This design comes from an exercise in tuning for small area, a short achievable clock period and few clock cycles per item on the open sky130 flow, not from production work. RTL that was checked went through simulation tests only; none was proved equivalent to the original. No activity file was given, so power comes from the tool's default toggle rates.

==> 10-25: inputs <==
==> flow/design.v <==
`default_nettype none
`default_nettype wire
`default_nettype none
package t2_pkg;
    typedef logic [6-1:0]              zb_t;
    typedef logic [9-1:0]            pass_t;
    typedef logic [32-1:0]           field_t;
    typedef logic [6-1:0]          bit_cnt_t;
    typedef logic [$clog2(8)-1:0]      cb_coord_t;
    typedef logic [16-1:0]         pkt_index_t;
    typedef enum logic [2:0] {
        HDR_IDLE,
        HDR_SOP,
        HDR_INDEX,
        HDR_TAG,
        HDR_PASS,
        HDR_LAST_WAIT
    } hdr_state_t;
endpackage
`default_nettype wire
`timescale 1ns/1ps
`default_nettype none
module t2_header_top (
    input  logic                clk,
    input  logic                rst_n,
    input  logic                zb_valid_i,
    input  t2_pkg::zb_t         zb_data_i,
    output logic                zb_ready_o,
    input  logic                pass_valid_i,
    input  t2_pkg::pass_t       pass_data_i,
    output logic                pass_ready_o,
    output logic                hdr_valid_o,
    output logic                hdr_last_o,
    output t2_pkg::field_t      hdr_data_o,
    output t2_pkg::bit_cnt_t    hdr_bit_cnt_o,
    output logic                hdr_insert_zero_o,
    input  logic                hdr_ready_i
);
    localparam logic [2:0] F_SOP  = 3'd0;
    localparam logic [2:0] F_IDX  = 3'd1;
    localparam logic [2:0] F_CODE = 3'd2;
    localparam logic [2:0] F_ROOT = 3'd4;
    localparam logic [2:0] F_M4   = 3'd5;
    localparam logic [2:0] F_M2   = 3'd6;
    localparam logic [2:0] F_LEAF = 3'd7;
    function automatic logic lt6(input logic [5:0] a, input logic [5:0] b);
        logic r;
        r = 1'b0;
        for (int i = 0; i < 6; i++) r = (!a[i] && b[i]) || (!(a[i] ^ b[i]) && r);
        lt6 = r;
    endfunction
    logic        in_v;
    logic [5:0]  in_d;
    logic [7:0]  in_row;     
    logic [7:0]  in_col;     
    logic [1:0]  in_q;       
    logic        in_first_root, in_first_m4;
    logic        rdy_q;
    logic        acc;
    logic [6:0]  acnt;       
    logic [6:0]  rcnt;       
    logic [6:0]  rcnt_f;     
    logic [5:0]  rf   [8][8];
    logic [5:0]  m4   [4];
    logic [5:0]  root;
    assign zb_ready_o = rdy_q;
    assign acc        = zb_valid_i && rdy_q;
    assign rcnt_f     = {~rcnt[6], rcnt[5:0]};
    logic [6:0] acnt_p1;
    logic       lim0, lim1;
    assign acnt_p1 = acnt + 7'd1;
    assign lim0    = (acnt == rcnt_f);
    assign lim1    = (acnt_p1 == rcnt_f);
    always_ff @(posedge clk or negedge rst_n) begin
        if (!rst_n) begin
            in_v   <= 1'b0;
            in_row <= '0;
            rdy_q  <= 1'b1;
            acnt   <= '0;
        end else begin
            in_v   <= acc;
            in_row <= acc ? (8'd1 << acnt[5:3]) : 8'd0;
            if (acc) acnt <= acnt_p1;
            rdy_q <= acc ? !lim1 : !lim0;
        end
    end
    always_ff @(posedge clk) begin
        if (acc) begin
            in_d          <= zb_data_i;
            in_col        <= 8'd1 << acnt[2:0];
            in_q          <= {acnt[5], acnt[2]};
            in_first_root <= (acnt[5:0] == 6'd0);
            in_first_m4   <= (acnt[4:3] == 2'b00 && acnt[1:0] == 2'b00);
        end
    end
    always_ff @(posedge clk) begin
        for (int y = 0; y < 8; y++) begin
            for (int x = 0; x < 8; x++) begin
                if (in_row[y] && in_col[x]) rf[y][x] <= in_d;
            end
        end
    end
    always_ff @(posedge clk) begin
        if (in_v && (in_first_root || lt6(in_d, root))) root <= in_d;
        for (int q = 0; q < 4; q++) begin
            if (in_v && in_q == q && (in_first_m4 || lt6(in_d, m4[q]))) m4[q] <= in_d;
        end
    end
    logic        pb_v;
    logic [4:0]  pb_cls;     
    logic [6:0]  pb_off;     
    logic        pb_take;
    logic [8:0]  pd3, pd6, pd37;
    assign pass_ready_o = !pb_v;
    assign pb_take      = pass_valid_i && !pb_v;
    assign pd3  = pass_data_i - 9'd3;
    assign pd6  = pass_data_i - 9'd6;
    assign pd37 = pass_data_i - 9'd37;
    always_ff @(posedge clk) begin
        if (pb_take) begin
            if (pass_data_i == 9'd1) begin
                pb_cls <= 5'b00001; pb_off <= 7'd0;
            end else if (pass_data_i == 9'd2) begin
                pb_cls <= 5'b00010; pb_off <= 7'd0;
            end else if (pass_data_i <= 9'd5) begin
                pb_cls <= 5'b00100; pb_off <= {5'd0, pd3[1:0]};
            end else if (pass_data_i <= 9'd36) begin
                pb_cls <= 5'b01000; pb_off <= {2'd0, pd6[4:0]};
            end else begin
                pb_cls <= 5'b10000; pb_off <= pd37[6:0];
            end
        end
    end
    logic [15:0] code_d;
    logic [5:0]  code_b;
    assign code_d = ({16{pb_cls[4]}} & 16'hff80) | ({16{pb_cls[3]}} & 16'h01e0) |
                    ({16{pb_cls[2]}} & 16'h000c) | ({16{pb_cls[1]}} & 16'h0002) |
                    {9'd0, pb_off};
    assign code_b = ({6{pb_cls[0]}} & 6'd1) | ({6{pb_cls[1]}} & 6'd2) |
                    ({6{pb_cls[2]}} & 6'd4) | ({6{pb_cls[3]}} & 6'd9) |
                    ({6{pb_cls[4]}} & 6'd16);
    logic [4:0]  vc;
    logic [5:0]  grp_q [4];
    logic [5:0]  leaf_b;
    logic [5:0]  m2_nx, m4_nx, leaf_nx;
    logic [5:0]  blk;
    assign blk = rcnt[5:0];
    always_ff @(posedge clk) begin
        grp_q[0] <= rf[{vc[4:3], 1'b0}][{vc[1:0], 1'b0}];
        grp_q[1] <= rf[{vc[4:3], 1'b0}][{vc[1:0], 1'b1}];
        grp_q[2] <= rf[{vc[4:3], 1'b1}][{vc[1:0], 1'b0}];
        grp_q[3] <= rf[{vc[4:3], 1'b1}][{vc[1:0], 1'b1}];
    end
    logic ab, ac, ad, bc, bd, cd;
    logic sa, sb, sc;
    logic [5:0] min4;
    assign ab = !lt6(grp_q[1], grp_q[0]);
    assign ac = !lt6(grp_q[2], grp_q[0]);
    assign ad = !lt6(grp_q[3], grp_q[0]);
    assign bc = !lt6(grp_q[2], grp_q[1]);
    assign bd = !lt6(grp_q[3], grp_q[1]);
    assign cd = !lt6(grp_q[3], grp_q[2]);
    assign sa = ab && ac && ad;
    assign sb = !ab && bc && bd;
    assign sc = !ac && !bc && cd;
    always_comb begin
        if (sa)      min4 = grp_q[0];
        else if (sb) min4 = grp_q[1];
        else if (sc) min4 = grp_q[2];
        else         min4 = grp_q[3];
    end
    always_ff @(posedge clk) begin
        m2_nx   <= min4;
        m4_nx   <= m4[{blk[5], blk[2]}];
        leaf_nx <= blk[0] ? leaf_b : grp_q[{blk[3], 1'b0}];
    end
    logic [2:0]  ft;          
    logic [15:0] pkt_idx;
    logic        sop_a, sop_b;
    logic [15:0] dat_q;
    logic        ld_en, avail, ld;
    logic        full, begun;
    assign full  = (acnt == rcnt_f) && !in_v;
    assign begun = (acnt != rcnt);
    always_comb begin
        case (ft)
            F_SOP:   avail = begun;    
            F_ROOT:  avail = full;
            F_CODE:  avail = pb_v;
            default: avail = 1'b1;
        endcase
    end
    assign ld_en = !hdr_valid_o || hdr_ready_i;
    assign ld    = ld_en && avail;
    logic [5:0] tag;
    always_comb begin
        case (ft[1:0])
            2'd0:    tag = root;
            2'd1:    tag = m4_nx;
            2'd2:    tag = m2_nx;
            default: tag = leaf_nx;
        endcase
    end
    logic [2:0] ft_blk;
    always_comb begin
        if (blk == 6'd0)                                  ft_blk = F_SOP;
        else if (blk[4:3] == 2'b00 && blk[1:0] == 2'b00) ft_blk = F_M4;
        else if (!blk[3] && !blk[0])                      ft_blk = F_M2;
        else                                              ft_blk = F_LEAF;
    end
    always_ff @(posedge clk or negedge rst_n) begin
        if (!rst_n) begin
            hdr_valid_o <= 1'b0;
            ft          <= F_SOP;
            rcnt        <= '0;
            vc          <= '0;
            pkt_idx     <= '0;
            pb_v        <= 1'b0;
        end else begin
            if (ld_en) hdr_valid_o <= avail;
            if (pb_take) pb_v <= 1'b1;
            else if (ld && ft == F_CODE) pb_v <= 1'b0;
            if (ld) begin
                case (ft)
                    F_SOP:  ft <= F_IDX;
                    F_IDX: begin
                        ft      <= F_ROOT;
                        pkt_idx <= pkt_idx + 16'd1;
                    end
                    F_ROOT: ft <= F_M4;
                    F_M4:   ft <= F_M2;
                    F_M2:   ft <= F_LEAF;
                    F_LEAF: begin
                        ft   <= F_CODE;
                        rcnt <= rcnt + 7'd1;
                        if (!blk[0]) vc <= vc + 5'd1;
                    end
                    default: ft <= ft_blk;
                endcase
            end
        end
    end
    always_ff @(posedge clk) begin
        if (ld && ft == F_LEAF && !blk[0]) leaf_b <= grp_q[{blk[3], 1'b1}];
        if (ld)    sop_a <= (ft == F_SOP);
        if (ld_en) sop_b <= avail && (ft == F_SOP);
        if (ld) begin
            case (ft)
                F_SOP: begin
                    dat_q             <= 16'h0004;
                    hdr_bit_cnt_o     <= 6'd32;
                    hdr_insert_zero_o <= 1'b0;
                    hdr_last_o        <= 1'b0;
                end
                F_IDX: begin
                    dat_q             <= pkt_idx;
                    hdr_bit_cnt_o     <= 6'd16;
                    hdr_insert_zero_o <= 1'b0;
                    hdr_last_o        <= 1'b0;
                end
                F_CODE: begin
                    dat_q             <= code_d;
                    hdr_bit_cnt_o     <= code_b;
                    hdr_insert_zero_o <= 1'b0;
                    hdr_last_o        <= (blk == 6'd0);
                end
                default: begin
                    dat_q             <= {10'd0, tag};
                    hdr_bit_cnt_o     <= tag + 6'd1;
                    hdr_insert_zero_o <= 1'b1;
                    hdr_last_o        <= 1'b0;
                end
            endcase
        end
    end
    assign hdr_data_o = {{4{sop_a}}, {4{sop_b}}, sop_a, 2'b00, sop_b, 3'b000, sop_a, dat_q};
endmodule
`default_nettype wire
==> flow/run.sh <==
#!/bin/bash
# synth_recipe.tcl (not shown) runs the flow's synth.tcl, then flattens the netlist and writes it again
# the make line also repeats each setting of config.mk as NAME=value (left out here)
make -C /OpenROAD-flow-scripts/flow DESIGN_CONFIG=/design/flow/config.mk WORK_HOME=/design/flow/orfs CLKGATE_MAP_FILE= SYNTH_SCRIPT=/design/flow/synth_recipe.tcl finish
==> flow/config.mk <==
export PLATFORM = sky130hd
export DESIGN_NAME = t2_header_top
export DESIGN_NICKNAME = t2_header_top
export VERILOG_FILES = /design/flow/design.v
export SDC_FILE = /design/flow/constraint.sdc
export NUM_CORES = 4
export LEC_CHECK = 0
export CAP_MARGIN = 20
export CORE_MARGIN = 2
export CORE_UTILIZATION = 55
export SETUP_SLACK_MARGIN = 3.2
export SLEW_MARGIN = 20
==> flow/constraint.sdc <==
create_clock -name core_clock -period 5.5 [get_ports {clk}]
set_input_delay 1.1000 -clock core_clock [delete_from_list [all_inputs] [get_ports {clk}]]
set_output_delay 1.1000 -clock core_clock [all_outputs]
set_load 0.01 [all_outputs]
==> 05-20 (differences from 10-25) <==
--- a/flow/design.v
+++ b/flow/design.v
@@ -49,13 +49,8 @@
         for (int i = 0; i < 6; i++) r = (!a[i] && b[i]) || (!(a[i] ^ b[i]) && r);
         lt6 = r;
     endfunction
-    logic        in_v;
-    logic [5:0]  in_d;
-    logic [7:0]  in_row;     
-    logic [7:0]  in_col;     
-    logic [1:0]  in_q;       
-    logic        in_first_root, in_first_m4;
-    logic        rdy_q;
+    logic        full_q;     
+    logic        zr_q;       
     logic        acc;
     logic [6:0]  acnt;       
     logic [6:0]  rcnt;       
@@ -63,8 +58,8 @@
     logic [5:0]  rf   [8][8];
     logic [5:0]  m4   [4];
     logic [5:0]  root;
-    assign zb_ready_o = rdy_q;
-    assign acc        = zb_valid_i && rdy_q;
+    assign zb_ready_o = zr_q;
+    assign acc        = zb_valid_i && zr_q;
     assign rcnt_f     = {~rcnt[6], rcnt[5:0]};
     logic [6:0] acnt_p1;
     logic       lim0, lim1;
@@ -73,46 +68,55 @@
     assign lim1    = (acnt_p1 == rcnt_f);
     always_ff @(posedge clk or negedge rst_n) begin
         if (!rst_n) begin
-            in_v   <= 1'b0;
-            in_row <= '0;
-            rdy_q  <= 1'b1;
-            acnt   <= '0;
+            full_q <= 1'b0;
+            zr_q   <= 1'b0;
+            acnt  <= '0;
         end else begin
-            in_v   <= acc;
-            in_row <= acc ? (8'd1 << acnt[5:3]) : 8'd0;
             if (acc) acnt <= acnt_p1;
-            rdy_q <= acc ? !lim1 : !lim0;
-        end
-    end
-    always_ff @(posedge clk) begin
-        if (acc) begin
-            in_d          <= zb_data_i;
-            in_col        <= 8'd1 << acnt[2:0];
-            in_q          <= {acnt[5], acnt[2]};
-            in_first_root <= (acnt[5:0] == 6'd0);
-            in_first_m4   <= (acnt[4:3] == 2'b00 && acnt[1:0] == 2'b00);
-        end
-    end
+            full_q <= acc ? lim1 : lim0;
+            zr_q   <= acc ? !lim1 : !lim0;
+        end
+    end
+    logic [7:0] row_oh, col_oh;
+    logic [3:0] q_sel;
+    logic       first_root, first_m4;
+    always_ff @(posedge clk or negedge rst_n) begin
+        if (!rst_n) begin
+            row_oh <= 8'd1;
+            col_oh <= 8'd1;
+        end else if (acc) begin
+            col_oh <= {col_oh[6:0], col_oh[7]};
+            if (col_oh[7]) row_oh <= {row_oh[6:0], row_oh[7]};
+        end
+    end
+    for (genvar q = 0; q < 4; q++) begin : g_qsel
+        assign q_sel[q] = (q[1] ? |row_oh[7:4] : |row_oh[3:0]) &&
+                          (q[0] ? |col_oh[7:4] : |col_oh[3:0]);
+    end
+    assign first_root = row_oh[0] && col_oh[0];
+    assign first_m4   = (row_oh[0] || row_oh[4]) && (col_oh[0] || col_oh[4]);
     always_ff @(posedge clk) begin
         for (int y = 0; y < 8; y++) begin
             for (int x = 0; x < 8; x++) begin
-                if (in_row[y] && in_col[x]) rf[y][x] <= in_d;
+                if (acc && row_oh[y] && col_oh[x]) rf[y][x] <= zb_data_i;
             end
         end
     end
     always_ff @(posedge clk) begin
-        if (in_v && (in_first_root || lt6(in_d, root))) root <= in_d;
+        if (acc && (first_root || lt6(zb_data_i, root))) root <= zb_data_i;
         for (int q = 0; q < 4; q++) begin
-            if (in_v && in_q == q && (in_first_m4 || lt6(in_d, m4[q]))) m4[q] <= in_d;
+            if (acc && q_sel[q] && (first_m4 || lt6(zb_data_i, m4[q]))) m4[q] <= zb_data_i;
         end
     end
     logic        pb_v;
     logic [4:0]  pb_cls;     
     logic [6:0]  pb_off;     
     logic        pb_take;
+    logic        pb_v_n;
+    logic        pr_q;       
     logic [8:0]  pd3, pd6, pd37;
-    assign pass_ready_o = !pb_v;
-    assign pb_take      = pass_valid_i && !pb_v;
+    assign pass_ready_o = pr_q;
+    assign pb_take      = pass_valid_i && pr_q;
     assign pd3  = pass_data_i - 9'd3;
     assign pd6  = pass_data_i - 9'd6;
     assign pd37 = pass_data_i - 9'd37;
@@ -139,17 +143,24 @@
     assign code_b = ({6{pb_cls[0]}} & 6'd1) | ({6{pb_cls[1]}} & 6'd2) |
                     ({6{pb_cls[2]}} & 6'd4) | ({6{pb_cls[3]}} & 6'd9) |
                     ({6{pb_cls[4]}} & 6'd16);
-    logic [4:0]  vc;
+    logic [15:0] g_oh;        
+    logic        yb;          
+    logic        g_last;      
     logic [5:0]  grp_q [4];
     logic [5:0]  leaf_b;
     logic [5:0]  m2_nx, m4_nx, leaf_nx;
     logic [5:0]  blk;
     assign blk = rcnt[5:0];
-    always_ff @(posedge clk) begin
-        grp_q[0] <= rf[{vc[4:3], 1'b0}][{vc[1:0], 1'b0}];
-        grp_q[1] <= rf[{vc[4:3], 1'b0}][{vc[1:0], 1'b1}];
-        grp_q[2] <= rf[{vc[4:3], 1'b1}][{vc[1:0], 1'b0}];
-        grp_q[3] <= rf[{vc[4:3], 1'b1}][{vc[1:0], 1'b1}];
+    assign g_last = g_oh[3] || g_oh[7] || g_oh[11] || g_oh[15];
+    always_ff @(posedge clk) begin
+        for (int w = 0; w < 4; w++) begin
+            logic [5:0] v;
+            v = '0;
+            for (int g = 0; g < 16; g++) begin
+                v = v | ({6{g_oh[g]}} & rf[2 * (g / 4) + w / 2][2 * (g % 4) + w % 2]);
+            end
+            grp_q[w] <= v;
+        end
     end
     logic ab, ac, ad, bc, bd, cd;
     logic sa, sb, sc;
@@ -176,22 +187,26 @@
     end
     logic [2:0]  ft;          
     logic [15:0] pkt_idx;
-    logic        sop_a, sop_b;
+    logic        sop_a, sop_b, sop_c, sop_d;
     logic [15:0] dat_q;
     logic        ld_en, avail, ld;
-    logic        full, begun;
-    assign full  = (acnt == rcnt_f) && !in_v;
-    assign begun = (acnt != rcnt);
+    logic        begun_q;
+    logic [2:0]  ft_nb;       
     always_comb begin
         case (ft)
-            F_SOP:   avail = begun;    
-            F_ROOT:  avail = full;
+            F_SOP:   avail = begun_q;    
+            F_ROOT:  avail = full_q;     
             F_CODE:  avail = pb_v;
             default: avail = 1'b1;
         endcase
     end
     assign ld_en = !hdr_valid_o || hdr_ready_i;
     assign ld    = ld_en && avail;
+    always_comb begin
+        pb_v_n = pb_v;
+        if (pb_take) pb_v_n = 1'b1;
+        else if (ld && ft == F_CODE) pb_v_n = 1'b0;
+    end
     logic [5:0] tag;
     always_comb begin
         case (ft[1:0])
@@ -201,25 +216,34 @@
             default: tag = leaf_nx;
         endcase
     end
+    logic [6:0] rcnt_p1;
+    logic [5:0] nb;
     logic [2:0] ft_blk;
-    always_comb begin
-        if (blk == 6'd0)                                  ft_blk = F_SOP;
-        else if (blk[4:3] == 2'b00 && blk[1:0] == 2'b00) ft_blk = F_M4;
-        else if (!blk[3] && !blk[0])                      ft_blk = F_M2;
-        else                                              ft_blk = F_LEAF;
+    assign rcnt_p1 = rcnt + 7'd1;
+    assign nb      = rcnt_p1[5:0];
+    always_comb begin
+        if (nb == 6'd0)                                 ft_blk = F_SOP;
+        else if (nb[4:3] == 2'b00 && nb[1:0] == 2'b00) ft_blk = F_M4;
+        else if (!nb[3] && !nb[0])                      ft_blk = F_M2;
+        else                                            ft_blk = F_LEAF;
     end
     always_ff @(posedge clk or negedge rst_n) begin
         if (!rst_n) begin
             hdr_valid_o <= 1'b0;
             ft          <= F_SOP;
             rcnt        <= '0;
-            vc          <= '0;
+            g_oh        <= 16'd1;
+            yb          <= 1'b0;
             pkt_idx     <= '0;
             pb_v        <= 1'b0;
+            pr_q        <= 1'b0;
+            begun_q     <= 1'b0;
+            ft_nb       <= F_SOP;
         end else begin
+            begun_q <= (acnt != rcnt) || acc;
             if (ld_en) hdr_valid_o <= avail;
-            if (pb_take) pb_v <= 1'b1;
-            else if (ld && ft == F_CODE) pb_v <= 1'b0;
+            pb_v <= pb_v_n;
+            pr_q <= !pb_v_n;
             if (ld) begin
                 case (ft)
                     F_SOP:  ft <= F_IDX;
@@ -231,11 +255,16 @@
                     F_M4:   ft <= F_M2;
                     F_M2:   ft <= F_LEAF;
                     F_LEAF: begin
-                        ft   <= F_CODE;
-                        rcnt <= rcnt + 7'd1;
-                        if (!blk[0]) vc <= vc + 5'd1;
+                        ft    <= F_CODE;
+                        rcnt  <= rcnt_p1;
+                        ft_nb <= ft_blk;
+                        if (!blk[0]) begin
+                            if (g_last && !yb) g_oh <= {g_oh[2:0], g_oh[15:3]};
+                            else               g_oh <= {g_oh[14:0], g_oh[15]};
+                            if (g_last) yb <= !yb;
+                        end
                     end
-                    default: ft <= ft_blk;
+                    default: ft <= ft_nb;
                 endcase
             end
         end
@@ -244,6 +273,8 @@
         if (ld && ft == F_LEAF && !blk[0]) leaf_b <= grp_q[{blk[3], 1'b1}];
         if (ld)    sop_a <= (ft == F_SOP);
         if (ld_en) sop_b <= avail && (ft == F_SOP);
+        sop_c <= ld ? (ft == F_SOP) : (sop_c && hdr_valid_o);
+        sop_d <= ld ? (ft == F_SOP) : (sop_d && !(hdr_valid_o && hdr_ready_i));
         if (ld) begin
             case (ft)
                 F_SOP: begin
@@ -262,7 +293,7 @@
                     dat_q             <= code_d;
                     hdr_bit_cnt_o     <= code_b;
                     hdr_insert_zero_o <= 1'b0;
-                    hdr_last_o        <= (blk == 6'd0);
+                    hdr_last_o        <= (ft_nb == F_SOP);
                 end
                 default: begin
                     dat_q             <= {10'd0, tag};
@@ -273,6 +304,6 @@
             endcase
         end
     end
-    assign hdr_data_o = {{4{sop_a}}, {4{sop_b}}, sop_a, 2'b00, sop_b, 3'b000, sop_a, dat_q};
+    assign hdr_data_o = {{3{sop_a}}, {3{sop_b}}, {3{sop_c}}, 2'b00, sop_d, 3'b000, sop_d, dat_q};
 endmodule
 `default_nettype wire
Settings changed: ABC_AREA from default to 1, CTS_CLUSTER_DIAMETER from default to 80, CTS_CLUSTER_SIZE from default to 25.
==> 07-14 (differences from 10-25) <==
--- a/flow/design.v
+++ b/flow/design.v
@@ -43,12 +43,6 @@
     localparam logic [2:0] F_M4   = 3'd5;
     localparam logic [2:0] F_M2   = 3'd6;
     localparam logic [2:0] F_LEAF = 3'd7;
-    function automatic logic lt6(input logic [5:0] a, input logic [5:0] b);
-        logic r;
-        r = 1'b0;
-        for (int i = 0; i < 6; i++) r = (!a[i] && b[i]) || (!(a[i] ^ b[i]) && r);
-        lt6 = r;
-    endfunction
     logic        in_v;
     logic [5:0]  in_d;
     logic [7:0]  in_row;     
@@ -101,9 +95,9 @@
         end
     end
     always_ff @(posedge clk) begin
-        if (in_v && (in_first_root || lt6(in_d, root))) root <= in_d;
+        if (in_v && (in_first_root || in_d < root)) root <= in_d;
         for (int q = 0; q < 4; q++) begin
-            if (in_v && in_q == q && (in_first_m4 || lt6(in_d, m4[q]))) m4[q] <= in_d;
+            if (in_v && in_q == q && (in_first_m4 || in_d < m4[q])) m4[q] <= in_d;
         end
     end
     logic        pb_v;
@@ -154,12 +148,12 @@
     logic ab, ac, ad, bc, bd, cd;
     logic sa, sb, sc;
     logic [5:0] min4;
-    assign ab = !lt6(grp_q[1], grp_q[0]);
-    assign ac = !lt6(grp_q[2], grp_q[0]);
-    assign ad = !lt6(grp_q[3], grp_q[0]);
-    assign bc = !lt6(grp_q[2], grp_q[1]);
-    assign bd = !lt6(grp_q[3], grp_q[1]);
-    assign cd = !lt6(grp_q[3], grp_q[2]);
+    assign ab = grp_q[0] <= grp_q[1];
+    assign ac = grp_q[0] <= grp_q[2];
+    assign ad = grp_q[0] <= grp_q[3];
+    assign bc = grp_q[1] <= grp_q[2];
+    assign bd = grp_q[1] <= grp_q[3];
+    assign cd = grp_q[2] <= grp_q[3];
     assign sa = ab && ac && ad;
     assign sb = !ab && bc && bd;
     assign sc = !ac && !bc && cd;
Settings changed: CORE_UTILIZATION 55 to 40.
==> impl_metrics.yaml <==
routing:
  routedWlPerCell_um: 28.1
  wl_met1_um: 28700
cts:
  h-tree-depth: 2
  cts.clk_slew.worst_paths_ps: 60
  cts_sinks: 568
run_status:
  status: "no timing/DRC/antenna violations"
die:
  taps: 539
power:
  p_switching_mw: 4.77
synthesis:
  synth_top_area_share_pct: 61.0
  synth.cell_area_mm2: 0.0234
worst_hold_path:
  hold_class: "register to register"
  whs_path_depth: 2
timing:
  whs_ps: 450
global_routing:
  grt_util_met1_pct: 45.2
  antenna_found_initial: 4
finish:
  nNetsFinal: 1814
worst_setup_path:
  cp_data_arrival_time_ps: 1270
  critPathLaunchType: "register"
  cp.required_ps: 4400
The numbers above come from 10-25.

==> impl_metrics.yaml <==
die:
  taps: 773
cts:
  cts_sinks: 568
  h-tree-depth: 2
  cts.clk_slew.worst_paths_ps: 60
routing:
  wl_met1_um: 27600
worst_hold_path:
  whs_path_depth: 2
  hold_class: "register to register"
global_routing:
  antenna_found_initial: 0
worst_setup_path:
  cp_data_arrival_time_ps: 1310
  critPathLaunchType: "register"
  cp.required_ps: 4400
finish:
  nNetsFinal: 1895
synthesis:
  synth_top_area_share_pct: 59.7
power:
  p_switching_mw: 5.11
run_status:
  status: "no timing/DRC/antenna violations"
timing:
  whs_ps: 452
The numbers above come from 07-14.

==> impl_metrics.yaml <==
worst_setup_path:
  cp.required_ps: 5770
  critPathLaunchType: "input port"
  r2r_cells: 5
  cp_data_arrival_time_ps: 2580
routing:
  routedWlPerCell_um: 23.3
cts:
  h-tree-depth: 1
  cts_sinks: 577
  cts.clk_slew.worst_paths_ps: 100
synthesis:
  synth.cell_area_mm2: 0.0236
  synth_top_area_share_pct: 58.2
finish:
  nNetsFinal: 2065
  layout.sequential_cells: 577
power:
  p_switching_mw: 4.27
  p_comb_mw: 3.57
  power_frac_clock_pct: 21.4
worst_hold_path:
  hold_class: "input port to asynchronous set/reset pin"
timing:
  final-hold-violation-count: 0
  whs_ps: 428
global_routing:
  antenna_found_initial: 0
run_status:
  status: "no timing/DRC/antenna violations"
The numbers above come from 05-20.

Testbench counts of 05-20, summed over its fixed seeds: cycles 10,176, packets 64.
The RTL of 10-25 and 07-14 was laid out without a check of its function.

## what the ideal ports hide
The flow's constraints put no driver on any port. The routed layouts listed below were extracted and timed again, unchanged, in two steps.
Step 1 (the two cells are an assumption about what drives the block):
set clk [get_ports {clk}]
set_driving_cell -lib_cell sky130_fd_sc_hd__clkbuf_16 $clk
set_driving_cell -lib_cell sky130_fd_sc_hd__buf_2 [delete_from_list [all_inputs] $clk]
Step 2 times the ports against the registers' clock, not the clock port: input delays grow and output delays shrink by t, the midpoint of the rising clock arrivals with the driver on.
Slacks: ideal / step 1 / step 2; pairs: ideal / step 1.
run	t (ns)	setup WS [ns]	worst hold slack (ns)	slew at the worst register clock pin (ns)	worst slew at a driven data input, ns
10-25	0.660	3.131 / 3.080 / 2.602	0.450 / 0.450 / 0.450	0.07 / 0.07	0.04
05-20	0.656	3.192 / 3.197 / 2.557	0.428 / 0.396 / 0.477	0.10 / 0.10	0.08
07-14	0.671	3.087 / 3.030 / 2.595	0.452 / 0.452 / 0.452	0.07 / 0.07	0.04
After both steps setup and hold are still met in every run listed. For 05-20, which loses most, drivers alone change the setup slack by +0.005 ns; drivers and shift together by -0.635 ns.
